Background: an optimization exercise with open tools, aiming at small area, a short achievable clock period and few clock cycles. Do not read the settings as production practice. In this exercise RTL edits were held to simulation tests only and were not proved equivalent to the original. Power figures rest on the tool's default switching activity, not on a simulated workload.

## design/flow/design.v

```verilog
package dcache_pkg;
  localparam int LINES_DEF  = 64;
  localparam int ADDR_W_DEF = 32;
  localparam int DATA_W_DEF = 32;
  localparam int IDX_W      = $clog2(LINES_DEF);
  localparam int TAG_W      = ADDR_W_DEF - IDX_W - 2;
  typedef enum logic [1:0] {
    IDLE,
    RFILL,
    WRITE,
    WDONE
  } state_t;
  function automatic logic [IDX_W-1:0] idx_of(
    input logic [ADDR_W_DEF-1:0] a
  );
    idx_of = a[2 +: IDX_W];
  endfunction
  function automatic logic [TAG_W-1:0] tag_of(
    input logic [ADDR_W_DEF-1:0] a
  );
    tag_of = a[ADDR_W_DEF-1 -: TAG_W];
  endfunction
  function automatic logic [1:0] off_of(
    input logic [ADDR_W_DEF-1:0] a
  );
    off_of = a[1:0];
  endfunction
  function automatic logic [ADDR_W_DEF-1:0] word_addr(
    input logic [ADDR_W_DEF-1:0] a
  );
    word_addr = {a[ADDR_W_DEF-1:2], 2'b00};
  endfunction
endpackage
module dcache_array
#(
  parameter int LINES  = 64,
  parameter int TAG_W  = 24,
  parameter int DATA_W = 32
) (
  input  logic                     clk,
  input  logic                     rst,
  input  logic [$clog2(LINES)-1:0] idx,
  input  logic [TAG_W-1:0]         ctag,    
  input  logic                     fill,    
  input  logic                     upd,     
  input  logic [DATA_W-1:0]        wdata,
  output logic                     hit,
  output logic [DATA_W-1:0]        data
);
  localparam int IW = $clog2(LINES);
  localparam int LW = IW / 2;             
  localparam int HW = IW - LW;            
  localparam int NL = 1 << LW;            
  localparam int NG = 1 << HW;            
  logic [NL-1:0]     sel_lo;
  logic [NG-1:0]     sel_hi;
  logic [LINES-1:0]  sel;
  logic [LINES-1:0]  line_hit;
  logic [LINES-1:0]  valid_q;
  logic [TAG_W-1:0]  tag_q  [LINES];
  logic [DATA_W-1:0] data_q [LINES];
  logic [DATA_W-1:0] grp    [NG];
  always_comb begin
    for (int k = 0; k < NL; k++) sel_lo[k] = (idx[LW-1:0] == k[LW-1:0]);
    for (int j = 0; j < NG; j++) sel_hi[j] = (idx[IW-1:LW] == j[HW-1:0]);
    for (int i = 0; i < LINES; i++) begin
      sel[i]      = sel_hi[i / NL] && sel_lo[i % NL];
      line_hit[i] = sel[i] && valid_q[i] && (tag_q[i] == ctag);
    end
  end
  assign hit = |line_hit;
  always_comb begin
    data = '0;
    for (int j = 0; j < NG; j++) begin
      grp[j] = '0;
      for (int k = 0; k < NL; k++) begin
        grp[j] = grp[j] | ({DATA_W{sel_lo[k]}} & data_q[j*NL + k]);
      end
      data = data | ({DATA_W{sel_hi[j]}} & grp[j]);
    end
  end
  always_ff @(posedge clk) begin
    for (int i = 0; i < LINES; i++) begin
      if (rst) begin
        valid_q[i] <= 1'b0;
      end else if (fill && sel[i]) begin
        valid_q[i] <= 1'b1;
      end
    end
  end
  always_ff @(posedge clk) begin
    for (int i = 0; i < LINES; i++) begin
      if ((fill && sel[i]) || (upd && line_hit[i])) begin
        tag_q[i]  <= ctag;
        data_q[i] <= wdata;
      end
    end
  end
endmodule
module data_cache_ctrl
#(
  parameter int LINES  = 64,
  parameter int ADDR_W = 32,
  parameter int DATA_W = 32
) (
  input  logic              clk,
  input  logic              rst,
  input  logic              MemRead,
  input  logic              MemWrite,
  input  logic [ADDR_W-1:0] addr,
  input  logic [DATA_W-1:0] wdata,
  output logic [DATA_W-1:0] rdata,
  output logic              stall,
  output logic              mem_rd_en,
  output logic              mem_wr_en,
  output logic [ADDR_W-1:0] mem_addr,
  output logic [DATA_W-1:0] mem_wdata,
  input  logic [DATA_W-1:0] mem_rdata,
  input  logic              mem_ready
);
  localparam int IW = $clog2(LINES);
  localparam int TW = ADDR_W - IW - 2;
  logic [IW-1:0]     idx;
  logic [TW-1:0]     tag;
  logic              hit;
  logic [DATA_W-1:0] line_data;
  logic              rd_req;
  logic              fill;
  logic              upd;
  logic [DATA_W-1:0] arr_wdata;
  logic              unused_off;
  assign idx        = addr[2 +: IW];
  assign tag        = addr[ADDR_W-1 -: TW];
  assign unused_off = ^addr[1:0];
  assign rd_req    = MemRead && !MemWrite && !hit;
  assign mem_rd_en = rd_req;
  assign mem_wr_en = MemWrite;
  assign mem_addr  = {addr[ADDR_W-1:2], 2'b00};
  assign mem_wdata = wdata;
  assign stall     = (rd_req || MemWrite) && !mem_ready;
  assign rdata     = hit ? line_data : mem_rdata;
  assign fill      = !rst && mem_ready && rd_req;
  assign upd       = !rst && mem_ready && MemWrite;
  assign arr_wdata = MemWrite ? wdata : mem_rdata;
  dcache_array #(
    .LINES  (LINES),
    .TAG_W  (TW),
    .DATA_W (DATA_W)
  ) u_array (
    .clk   (clk),
    .rst   (rst),
    .idx   (idx),
    .ctag  (tag),
    .fill  (fill),
    .upd   (upd),
    .wdata (arr_wdata),
    .hit   (hit),
    .data  (line_data)
  );
endmodule
```

## design/flow/flow/run.sh

```bash
#!/bin/bash
set -o pipefail
export BUFFER_PORTS_ARGS="-buffer_cell sky130_fd_sc_hd__buf_4"
cp standard.sh standard_sh.txt
bash standard.sh > standard.log 2>&1
```

## design/flow/config.mk

```make
export PLATFORM = sky130hd
export DESIGN_NAME = data_cache_ctrl
export DESIGN_NICKNAME = data_cache_ctrl
export VERILOG_FILES = /design/flow/design.v
export SDC_FILE = /design/flow/constraint.sdc
export NUM_CORES = 4
export LEC_CHECK = 0
export CAP_MARGIN = 20
export CORE_MARGIN = 2
export CORE_UTILIZATION = 60
export CTS_CLUSTER_DIAMETER = 60
export CTS_CLUSTER_SIZE = 25
export PLACE_DENSITY = 0.7
export SETUP_SLACK_MARGIN = 2.0
export SLEW_MARGIN = 20
```

## design/flow/constraint.sdc

```tcl
create_clock -name core_clock -period 9.0 [get_ports {clk}]
set_input_delay 1.8000 -clock core_clock [delete_from_list [all_inputs] [get_ports {clk}]]
set_output_delay 1.8000 -clock core_clock [all_outputs]
set_load 0.01 [all_outputs]
```

## design/flow/standard.sh

```bash
#!/bin/bash
# synth_recipe.tcl (not shown) runs the flow's synth.tcl, then flattens the netlist and writes it again
# the make line also repeats each setting of config.mk as NAME=value (left out here)
make -C /OpenROAD-flow-scripts/flow DESIGN_CONFIG=/design/flow/config.mk WORK_HOME=/design/flow/orfs CLKGATE_MAP_FILE= SYNTH_SCRIPT=/design/flow/synth_recipe.tcl "${@:-finish}"
```

==> results of run 1 <==
## per-layer routing
layer  vias up  global-route usage [%]
li1      32800                       -
met1     41800                    47.7
met2      5490                    52.8
met3       839                    6.39
met4        10                    13.3
met5         -                       0
## timing repair
item | CTS | global route
pin swaps | 33 | 15
endpoints found under the setup margin | 34 | 34
hold buffers | 0 | 0
gates resized for setup | 93 | 25
buffers inserted | 77 | 15
cloned | 2 | 2
## final cells by class
| class | instances | share of cell area (%) |
|---|---|---|
| Clock inverter | 126 | 0.882 |
| Multi-Input combinational cell | 3878 | 19.8 |
| Inverter | 15 | 0.0357 |
| Tap cell | 3150 | 2.50 |
| Sequential cell | 3648 | 69.0 |
| Antenna cell | 3 | 0.00476 |
| Timing Repair Buffer | 697 | 4.40 |
| Clock buffer | 216 | 3.30 |
## power breakdown
part	leakage (nW)	total [mW]	internal (mW)	switching, mW
sequential	32.7	18.7	18.7	0.00645
clock	3.21	10.3	4.61	5.69
combinational	11.9	1.79	0.553	1.23
## critical path: stages
cell      delay [ns]
buf_4           0.26
and3b_4         0.35
buf_4           0.21
buf_12          0.17
buf_12          0.25
a22o_1          0.30
a221oi_1        0.19
a31oi_1         0.16
nor4_1          0.70
nand2_1         0.23
mux2_4          0.32
buf_4           0.14
## flip-flops by register name (all words and copies together), names as in the netlist
register,cells
u_array.tag_q,1536
u_array.data_q,2048
u_array.valid_q,64
## cells by family (layout without fill, tap and decap cells)
| group | Yosys count | count (layout) | synth area share (%) |
|---|---|---|---|
| multiplexers | 64 | 64 | 0.525 |
| buffers and inverters | 560 | 1054 | 2.04 |
| other | 1 | 5 | 0.00265 |
| AND/OR/NAND/NOR | 866 | 867 | 3.61 |
| flip-flops | 3648 | 3648 | 76.9 |
| XOR/XNOR | 1536 | 1536 | 9.50 |
| AO/OA/AOI/OAI | 1409 | 1409 | 7.45 |
## stage by stage
step	area [µm²]	total power, mW	instances
2_1_floorplan	142000	20.0	8085
3_3_place_gp	150000	20.8	11300
3_5_place_dp	150000	20.8	11300
4_1_cts	157000	30.8	11700
5_1_grt	158000	31.5	11700
6_report	158000	30.8	11700
## final timing paths
check / end / slack [ns] / start / depth (start not counted)
hold reg to reg: u_array.valid_q[14] / 0.46 / u_array.valid_q[14] / 2
setup / recovery: rdata[29] / 1.94 / addr[3] / 12
setup reg to reg: u_array.data_q[17][21] / 4.14 / u_array.tag_q[51][9] / 13
hold / removal: u_array.valid_q[14] / 0.46 / u_array.valid_q[14] / 2
## synth_stat cells (4+ instances only)
master	n	share of area, %
xnor2_1	856	5.3
inv_1	15	0.040
nor3_1	64	0.23
a221oi_1	121	0.75
or3b_2	4	0.025
mux2_2	58	0.46
dfxtp_1	64	0.90
buf_1	57	0.15
o32ai_1	35	0.22
a22o_1	121	0.75
nand2_1	24	0.064
clkbuf_1	236	0.63
nand4_1	396	1.7
a22oi_1	782	4.1
xor2_1	680	4.2
nand3_1	63	0.22
o22ai_1	9	0.040
buf_6	17	0.14
nor3b_1	5	0.026
nor2_1	62	0.16
a31oi_1	158	0.70
buf_4	146	0.77
nor4_1	220	0.97
mux2_4	6	0.064
edfxtp_1	3584	76
nand3b_1	7	0.037
a21oi_1	80	0.28
and3b_1	7	0.043
buf_2	89	0.31
o21ai_0	24	0.085
a41oi_1	78	0.48
## cells in the final DEF, fill, tap and decap left out, drive strengths merged
cell type and count:
nand2 24, xnor2 856, or4 3, and3b 7, xor2 680, bufinv 8
and3 4, nand3b 7, dfxtp 64, nor2b 2, a22o 121, nand3 63
nor3b 7, a31o 1, a31oi 158, o21ai 24, nor4 221, buf 691
a41oi 78, conb 2, nor2 62, nand4 396, nor3 64, clkbuf 221
clkinvlp 12, clkinv 51, a221oi 121, a22oi 782, or3b 4, diode 3
nor4b 1, o22ai 9, edfxtp 3584, mux2 64, bufbuf 1, inv 70
a21oi 80, or3 2, o32ai 35
==> impl_metrics.py, run 1 <==
metrics = {
    "timing": {
        "finalSetupViolCount": 0,
        "finalMaxSlewViolations": 0,
        "clock_skew_ns": 0.0605,
        "clock.fmax_ghz": 0.142,
        "final_period_utilization_pct": 78.5,
        "post-route-min-period_ns": 7.06,
        "final-hold-violation-count": 0,
        "rsz0062_at_grt": "no",
        "setup_total_negative_slack_ns": 0,
        "hold_ws_ns": 0.459,
        "fin_ws_ns": 1.94,
        "worstMarginPinSlew_ns": 1.20,
        "slew-limit-headroom_pct": 19.7,
    },
    "finish": {
        "layout.core_utilization_pct": 67.1,
        "layout-drive-gt1-share_pct": 14.1,
        "num-nets-final": 8538,
        "register_area_um2": 109000,
        "multi_input_comb_area_um2": 31300,
        "syn_to_final_growth_pct": 11.3,
        "fillCellCount": 15500,
    },
    "logic_synthesis": {
        "count_of_cell_types_in_the_netlist": 40,
        "edff_count_synth": 3584,
        "ys_async_sr_fraction_pct": 0,
        "synth.ff_latch_count": 3648,
        "syn_inst": 8084,
        "netlist_area_um2": 142000,
        "sequential_to_total_area_share_from_yosys_stat_pct": 76.9,
        "synth.avg_cell_area_um2": 17.5,
        "dominantRegCellSynth": "edfxtp_1",
        "yosys_warnings": 4,
    },
    "cts": {
        "ctsHtreeMaxLevel": 4,
        "clock_latency_ns": 0.92,
        "cts.root.buffer_cell": "clkbuf_16",
        "tritoncts_clock_tree": "built",
        "clkTransAtPathRegs_ns": 0.08,
        "cts_buffers": 197,
        "max-clock-path-buffers": 3,
        "cts.sink_count": 3648,
    },
    "min_path": {
        "min_path_type": "reg -> reg",
    },
    "run": {
        "drv_cap": 0,
    },
    "detailed_routing": {
        "wl_met3_um": 47900,
        "drc": 0,
        "dr.pass1.iters": 6,
        "final_antenna_net_count": 0,
        "vias": 80900,
        "first_iter_violations": 11900,
        "met2RoutedLength_um": 191000,
        "met1_length_um": 155000,
        "top_layer": "met5",
        "finalWirelength_um": 413000,
        "via_per_inst": 6.90,
        "avgRoutedWirePerCell_um": 35.2,
    },
    "place": {
        "gp_congestion": 0.855,
        "dpl_worst_slack_ns": 1.27,
        "place_hpwl_um": 224000,
        "numPortBuffers": 195,
    },
    "floorplan": {
        "die_height_um": 490,
        "core_area_um2": 235000,
        "initial_utilization_pct": 60.3,
        "floorplan.die_area_um2": 240000,
        "io-pin-count": 200,
        "placement_rows": 178,
        "chipWidth_um": 490,
    },
    "grt": {
        "grt_start_max_net_pins": 101,
        "grt_pass1_wl_um": 578000,
        "grt_usage_pct": 33.8,
        "grt_antenna_before_repair": 10,
        "grt_pass1_vias": 77000,
        "grt-ovfl-total": 0,
    },
    "worst_setup_path": {
        "path_class": "in -> out",
        "setup.worst_path.start_class": "input port",
        "timing.critical_path.arrival_ns": 5.26,
        "cp_data_required_time_ns": 7.20,
        "setup.worst_path.end_class": "output pin",
        "worstPathMaxFanout": 67,
    },
    "power": {
        "total_leakage_power_nw": 47.9,
        "ir_drop_v": 0.000241,
        "cellPowerDensity_nw_per_um2": 195,
    },
    "outcome": {
        "run_status": "finished clean",
    },
}
Testbench counts, summed over its fixed seeds: cycles 25,169.
==> run 2: changes to the inputs <==
--- a/design/flow/config.mk
+++ b/design/flow/config.mk
@@ -10,6 +10,6 @@
 export CORE_UTILIZATION = 60
-export CTS_CLUSTER_DIAMETER = 60
-export CTS_CLUSTER_SIZE = 25
+export CTS_CLUSTER_DIAMETER = 65
+export CTS_CLUSTER_SIZE = 28
 export PLACE_DENSITY = 0.7
-export SETUP_SLACK_MARGIN = 2.0
+export SETUP_SLACK_MARGIN = 2.4
 export SLEW_MARGIN = 20
==> impl_metrics.py, run 2 <==
metrics = {
    "place": {
        "place_hpwl_um": 223000,
        "numPortBuffers": 195,
        "post-place-cells": 11300,
        "gp_congestion": 0.861,
        "dpl_worst_slack_ns": 0.917,
    },
    "logic_synthesis": {
        "synthTopCellsByCount": "edfxtp_1 (3584), xnor2_1 (856), a22oi_1 (782)",
        "edff_count_synth": 3584,
        "synth.avg_cell_area_um2": 17.5,
        "dominantRegCellSynth": "edfxtp_1",
        "yosys.cell_count.top_type": "edfxtp_1",
        "count_of_cell_types_in_the_netlist": 40,
        "sequential_to_total_area_share_from_yosys_stat_pct": 76.9,
        "ys_async_sr_fraction_pct": 0,
        "yosys_warnings": 4,
        "netlist_area_um2": 142000,
        "synthDominantAreaCellType": "edfxtp_1",
        "syn_inst": 8084,
        "synth_top_cell_area_share_pct": 76.0,
        "synth_top_cells_by_area": "edfxtp_1 (76%), xnor2_1 (5.3%), xor2_1 (4.2%)",
        "synth.ff_latch_count": 3648,
    },
    "worst_setup_path": {
        "critical_path.max_stage_delay_ns": 0.62,
        "regToRegSetupSlack_ns": 3.89,
        "critical_path_cell_count": 15,
        "beginning_of_the_worst_register_to_register_path": "u_array.tag_q[52][11]",
        "cpMostUsedCell": "nand4_1",
        "crit_path_start": "addr[29]",
        "critPathBufInv": 6,
        "setup.worst_path.end_class": "output pin",
        "cpMaxStageDelayCell": "or4_4",
        "setup.worst_path.start_class": "input port",
        "worstPathMaxFanout": 39,
        "path_class": "in -> out",
        "timing.critical_path.cells": "buf_16 > buf_6 > xnor2_1 > nand4_1 > nor4_2 > nand4_1 > nand4_1 > or4_4 > nor4_4 > buf_4 > nand2_8 > buf_12 > clkbuf_16 > mux2_4 > buf_4",
        "rr_endpoint": "u_array.data_q[55][21]",
        "cp_data_required_time_ns": 7.20,
        "r2r.worst_path.cells": 15,
        "crit_end": "rdata[25]",
        "timing.critical_path.arrival_ns": 5.09,
        "cp_top_family": "simple AND/OR/NAND/NOR gates",
    },
    "cts": {
        "cts.sink_count": 3648,
        "ctsHtreeMaxLevel": 4,
        "clkTransAtPathRegs_ns": 0.09,
        "clock_latency_ns": 0.89,
        "tritoncts_clock_tree": "built",
        "cts_hold_repair.buffers": 0,
        "max-clock-path-buffers": 3,
        "cts.root.buffer_cell": "clkbuf_16",
        "cts_buffers": 182,
    },
    "detailed_routing": {
        "via_per_inst": 6.95,
        "vias": 82300,
        "first_iter_violations": 13800,
        "avgRoutedWirePerCell_um": 36.8,
        "drc": 0,
        "final_antenna_net_count": 0,
        "finalWirelength_um": 435000,
        "dr.pass1.iters": 6,
    },
    "timing": {
        "finalSetupViolCount": 0,
        "finalMaxSlewViolations": 0,
        "worstMarginPinSlew_ns": 1.17,
        "hold_ws_ns": 0.459,
        "final_period_utilization_pct": 76.5,
        "clock.fmax_ghz": 0.145,
        "slew-limit-headroom_pct": 21.6,
        "fin_ws_ns": 2.11,
        "final-hold-violation-count": 0,
        "post-route-min-period_ns": 6.89,
        "clock_skew_ns": 0.0414,
        "rsz0062_at_grt": "yes",
        "setup_total_negative_slack_ns": 0,
    },
    "grt": {
        "grt_antenna_before_repair": 13,
        "grt_pass1_wl_um": 581000,
        "globalRoute.busiestLayer": "met2",
        "global_route.usage.met1_pct": 47.8,
        "grt_start_max_net_pins": 110,
        "groute.layer.met3.usage_pct": 6.71,
        "met2_usage_pct": 53.1,
        "grt_pass1_vias": 77100,
        "grt_usage_pct": 34.2,
        "grt-ovfl-total": 0,
    },
    "floorplan": {
        "floorplan.die_area_um2": 240000,
        "io-pin-count": 200,
        "core_area_um2": 235000,
        "initial_utilization_pct": 60.3,
        "placement_rows": 178,
        "chipWidth_um": 490,
        "die_height_um": 490,
    },
    "finish": {
        "largest_reg_flops": 2048,
        "fillCellCount": 15100,
        "final_cell_mix": "edfxtp_1 (3584), xnor2_1 (855), a22oi_1 (782)",
        "regMostFlops": "u_array.data_q",
        "register_area_um2": 109000,
        "multi_input_comb_area_um2": 31600,
        "biggest_regs": "u_array.data_q (2048), u_array.tag_q (1536), u_array.valid_q (64)",
        "final-instance-count-excl-fill": 11800,
        "syn_to_final_growth_pct": 13.1,
        "layout-drive-gt1-share_pct": 15.5,
        "mostFrequentLayoutCell": "edfxtp_1",
        "num-nets-final": 8644,
    },
    "min_path": {
        "min_path_type": "reg -> reg",
    },
    "outcome": {
        "run_status": "finished clean",
    },
    "run": {
        "drv_cap": 0,
    },
    "power": {
        "cellPowerDensity_nw_per_um2": 191,
        "total_leakage_power_nw": 49.0,
        "post-layout-total-power_mw": 30.6,
        "ir_drop_v": 0.000189,
    },
}
## run 2: cell counts after synthesis
Identical to the previous run, type by type.
## run 2: tightest hold or removal path, delay by kind of cell (launching register included)
family          cells  cell delay [ns]
flops               1             0.32
buf+inv             1             0.05
compound gates      1             0.05
## run 2: cell families (layout without fill, tap and decap cells)
logic type | Yosys count | count (layout) | share of synthesized area, %
AOI/OAI and AO/OA | 1409 | 1409 | 7.45
xor gates and xnor gates | 1536 | 1536 | 9.50
buffers and inverters | 560 | 1153 | 2.04
DFF | 3648 | 3648 | 76.9
muxes | 64 | 64 | 0.525
other | 1 | 6 | 0.00265
and+or+nand+nor | 866 | 868 | 3.61
## run 2: layout make-up
type	count	share of cell area (%)
Clock inverter	122	0.933
Antenna cell	4	0.00625
Sequential cell	3648	68.0
Inverter	15	0.0351
Timing Repair Buffer	817	5.91
Multi-Input combinational cell	3879	19.7
Tap cell	3150	2.46
Clock buffer	199	2.95
## run 2: worst min-delay path by stage
stage / startpoint / end / slack (ns) / depth (start not counted)
after floorplan: u_array.valid_q[12] / u_array.valid_q[12] / 0.43 / 2
after global placement: u_array.valid_q[15] / u_array.valid_q[15] / 0.44 / 2
after detailed placement: u_array.valid_q[9] / u_array.valid_q[9] / 0.44 / 2
after CTS: u_array.valid_q[9] / u_array.valid_q[9] / 0.46 / 2
after global routing: u_array.valid_q[12] / u_array.valid_q[12] / 0.48 / 2
final: u_array.valid_q[9] / u_array.valid_q[9] / 0.46 / 2
## run 2: power breakdown
part | switching [mW] | internal (mW)
Combinational | 1.30 | 0.641
Sequential | 0.00648 | 18.7
Clock | 5.68 | 4.26
Total | 6.99 | 23.6
## run 2: routing by layer
| layer | up-vias | wire, µm |
|---|---|---|
| met2 | 6204 | 199000 |
| met5 | - | 42 |
| met1 | 42000 | 157000 |
| met3 | 1009 | 55300 |
| li1 | 33000 | - |
| met4 | 6 | 23200 |
## run 2: repair_timing
item	CTS	global route
buffers inserted	122	69
pin swaps	61	51
endpoints found under the setup margin	34	34
gates resized for setup	186	139
cloned	13	28
## run 2: stage by stage
step	cell area (µm²)	utilization (%)
4_1_cts	158000	67.3
5_1_grt	160000	68.2
3_3_place_gp	150000	63.7
6_report	160000	68.2
3_5_place_dp	150000	63.7
2_1_floorplan	142000	-
==> run 3: changes to the inputs <==
==> design/flow/config.mk (replaced) <==
export PLATFORM = sky130hd
export DESIGN_NAME = data_cache_ctrl
export DESIGN_NICKNAME = data_cache_ctrl
export VERILOG_FILES = /design/flow/design.v
export SDC_FILE = /design/flow/constraint.sdc
export NUM_CORES = 4
export LEC_CHECK = 0
export CAP_MARGIN = 10
export CORE_MARGIN = 2
export CORE_UTILIZATION = 60
export CTS_CLUSTER_DIAMETER = 60
export CTS_CLUSTER_SIZE = 25
export PLACE_DENSITY = 0.7
export SETUP_SLACK_MARGIN = 2.2
export SLEW_MARGIN = 10
==> impl_metrics.py, run 3 <==
metrics = {
    "detailed_routing": {
        "final_antenna_net_count": 0,
        "dr.pass1.iters": 6,
        "avgRoutedWirePerCell_um": 36.3,
        "first_iter_violations": 13000,
        "via_per_inst": 6.93,
        "drc": 0,
        "finalWirelength_um": 429000,
        "vias": 81800,
    },
    "logic_synthesis": {
        "synth_compound_gate_area_share_pct": 7.45,
        "synthTopCellsByCount": "edfxtp_1 (3584), xnor2_1 (856), a22oi_1 (782)",
        "edff_count_synth": 3584,
        "synth-adder-area-share_pct": 0,
        "sequential_to_total_area_share_from_yosys_stat_pct": 76.9,
        "yosys.cell_count.top_type": "edfxtp_1",
        "count_of_cell_types_in_the_netlist": 40,
        "yosys_warnings": 4,
        "dominantRegCellSynth": "edfxtp_1",
        "netlist_area_um2": 142000,
        "synth_xor_xnor_area_share_pct": 9.50,
        "synth_top_cell_area_share_pct": 76.0,
        "synth_top_cells_by_area": "edfxtp_1 (76%), xnor2_1 (5.3%), xor2_1 (4.2%)",
        "dominant_combinational_cell_family_by_area_after_synthesis": "XOR/XNOR gates",
        "ys_async_sr_fraction_pct": 0,
        "synth.ff_latch_count": 3648,
        "synthDominantAreaCellType": "edfxtp_1",
        "synth-simple-area-share_pct": 3.61,
        "synth.avg_cell_area_um2": 17.5,
        "synth_mux_area_share_pct": 0.525,
        "syn_inst": 8084,
    },
    "timing": {
        "setup_total_negative_slack_ns": 0,
        "finalMaxSlewViolations": 0,
        "rsz0062_at_grt": "yes",
        "final-hold-violation-count": 0,
        "slew-limit-headroom_pct": 18.3,
        "clock.fmax_ghz": 0.144,
        "final_period_utilization_pct": 76.9,
        "hold_ws_ns": 0.463,
        "finalSetupViolCount": 0,
        "worstMarginPinSlew_ns": 1.23,
        "post-route-min-period_ns": 6.93,
        "clock_skew_ns": 0.0743,
    },
    "grt": {
        "grt_pass1_wl_um": 586000,
        "grt_usage_pct": 34.4,
        "grt-ovfl-total": 0,
        "grt_start_max_net_pins": 101,
        "grt_antenna_before_repair": 13,
        "grt_pass1_vias": 77500,
    },
    "finish": {
        "regMostFlops": "u_array.data_q",
        "biggest_regs": "u_array.data_q (2048), u_array.tag_q (1536), u_array.valid_q (64)",
        "mostFrequentLayoutCell": "edfxtp_1",
        "num-nets-final": 8605,
        "layout-drive-gt1-share_pct": 14.8,
        "syn_to_final_growth_pct": 12.4,
        "largest_reg_flops": 2048,
        "final_cell_mix": "edfxtp_1 (3584), xnor2_1 (856), a22oi_1 (782)",
    },
    "worst_setup_path": {
        "cp_data_required_time_ns": 7.20,
        "crit_path_start": "addr[17]",
        "setup.worst_path.end_class": "output pin",
        "setup.worst_path.start_class": "input port",
        "path_class": "in -> out",
        "rr_endpoint": "u_array.data_q[17][19]",
        "timing.critical_path.cells": "clkbuf_16 > xor2_1 > nor4_4 > nand4_1 > or4_4 > nand4_1 > nor4_4 > and3_4 > nand2_8 > buf_6 > mux2_2 > buf_4",
        "cpMaxStageDelayCell": "or4_4",
        "r2r.worst_path.cells": 16,
        "timing.critical_path.arrival_ns": 5.13,
        "beginning_of_the_worst_register_to_register_path": "u_array.tag_q[51][9]",
        "crit_end": "rdata[10]",
        "critical_path.max_stage_delay_ns": 0.62,
        "regToRegSetupSlack_ns": 4.04,
        "worstPathMaxFanout": 36,
    },
    "floorplan": {
        "core_area_um2": 235000,
        "chipWidth_um": 490,
        "placement_rows": 178,
        "die_height_um": 490,
        "initial_utilization_pct": 60.3,
        "floorplan.die_area_um2": 240000,
        "io-pin-count": 200,
    },
    "place": {
        "gp_congestion": 0.855,
        "place_hpwl_um": 223000,
        "numPortBuffers": 195,
    },
    "cts": {
        "clkTransAtPathRegs_ns": 0.09,
        "cts.sink_count": 3648,
        "cts.root.buffer_cell": "clkbuf_16",
        "ctsHtreeMaxLevel": 4,
        "max-clock-path-buffers": 3,
        "clock_latency_ns": 0.92,
        "tritoncts_clock_tree": "built",
        "cts_buffers": 196,
        "cts_hold_repair.buffers": 0,
    },
    "power": {
        "ir_drop_v": 0.000189,
        "cellPowerDensity_nw_per_um2": 194,
        "total_leakage_power_nw": 48.6,
        "post-layout-total-power_mw": 30.9,
    },
    "outcome": {
        "run_status": "finished clean",
    },
    "min_path": {
        "min_path_type": "reg -> reg",
    },
    "run": {
        "drv_cap": 0,
    },
}
## run 3: repair_timing
action,4_1_cts,5_1_grt
pin swaps,47,28
gates resized for setup,152,109
setup buffers,106,34
gates cloned,9,16
endpoints found under the hold margin,0,0
setup endpoints to repair,34,34
## run 3: through the flow
step | cells | instance area [µm²] | util (%) | setup WS (ns)
global placement | 11300 | 150000 | 63.7 | 1.27
CTS | 11700 | 158000 | 67.2 | 2.17
global route | 11800 | 159000 | 67.8 | 2.08
floorplan | 8085 | 142000 | - | 0.241
finish | 11800 | 159000 | 67.8 | 2.07
detailed placement | 11300 | 150000 | 63.7 | 1.27
## run 3: kinds of logic after synthesis
logic type | Yosys count
buf+inv | 560
simple gates | 866
xor+xnor | 1536
mux | 64
compound gates | 1409
other cells | 1
flops | 3648
## run 3: cell type report
type | instances | area (µm²)
clock inverter | 121 | 1520
timing repair buffer | 766 | 8350
inverter | 15 | 56.3
tap | 3150 | 3940
fill | 15200 | 75700
antenna | 9 | 22.5
clock buffer | 216 | 5030
sequential | 3648 | 109000
multi-input combinational | 3877 | 31400
## run 3: how the worst min path moves through the flow
stage                        start                   to  slack (ns)  depth (start not counted)
2_1_floorplan  u_array.valid_q[12]  u_array.valid_q[12]        0.43                          2
3_3_place_gp   u_array.valid_q[12]  u_array.valid_q[12]        0.44                          2
3_5_place_dp   u_array.valid_q[14]  u_array.valid_q[14]        0.44                          2
4_1_cts        u_array.valid_q[12]  u_array.valid_q[12]        0.46                          2
5_1_grt        u_array.valid_q[14]  u_array.valid_q[14]        0.49                          2
6_report       u_array.valid_q[12]  u_array.valid_q[12]        0.46                          2
## run 3: report_power, final
part / total [mW] / internal [mW] / switching (mW)
clock network: 10.3 / 4.64 / 5.70
logic: 1.88 / 0.605 / 1.28
registers: 18.7 / 18.7 / 0.00654
## run 3: critical path: cells and delay by family
kind / cells / cell delay, ns
buf+inv: 3 / 0.56
simple gates: 7 / 1.89
xor+xnor: 1 / 0.30
mux: 1 / 0.36
## run 3: routing by layer
metal	GRT usage [%]	vias up	part of all wire (%)
li1	-	32900	-
met1	47.8	42100	37
met2	53.9	5912	47
met3	6.72	862	12
met4	14.2	10	4.6
met5	0.198	-	0.031

[static timing again, ports no longer ideal]
In the flow no input, the clock included, has a driving cell. The finished layouts below were timed again as built, in two steps. Step 1 assumes that a clkbuf_16 drives the clock port and a buf_2 every other input. Step 2, shift: input delay + t, output delay - t, t = (earliest + latest rising clock arrival at the registers) / 2. This alone moves slack from input paths to output paths. a / b / c = no drivers / after step 1 / after step 2; a / b = the first two.
| run | t, ns | slack for setup (ns) | worst setup path after step 2 | worst slew at a driven data input, ns |
|---|---|---|---|---|
| run 1 | 0.996 | 1.937 / 1.865 / 1.865 | input to output | 0.09 |
| run 2 | 0.964 | 2.115 / 1.752 / 1.696 | input to register | 0.48 |
| run 3 | 0.991 | 2.075 / 1.788 / 1.707 | input to register | 0.46 |
After both steps every run listed still meets setup and hold. The setup slack of run 2, which loses most, moves by -0.363 ns with the drivers and by -0.419 ns with both steps.
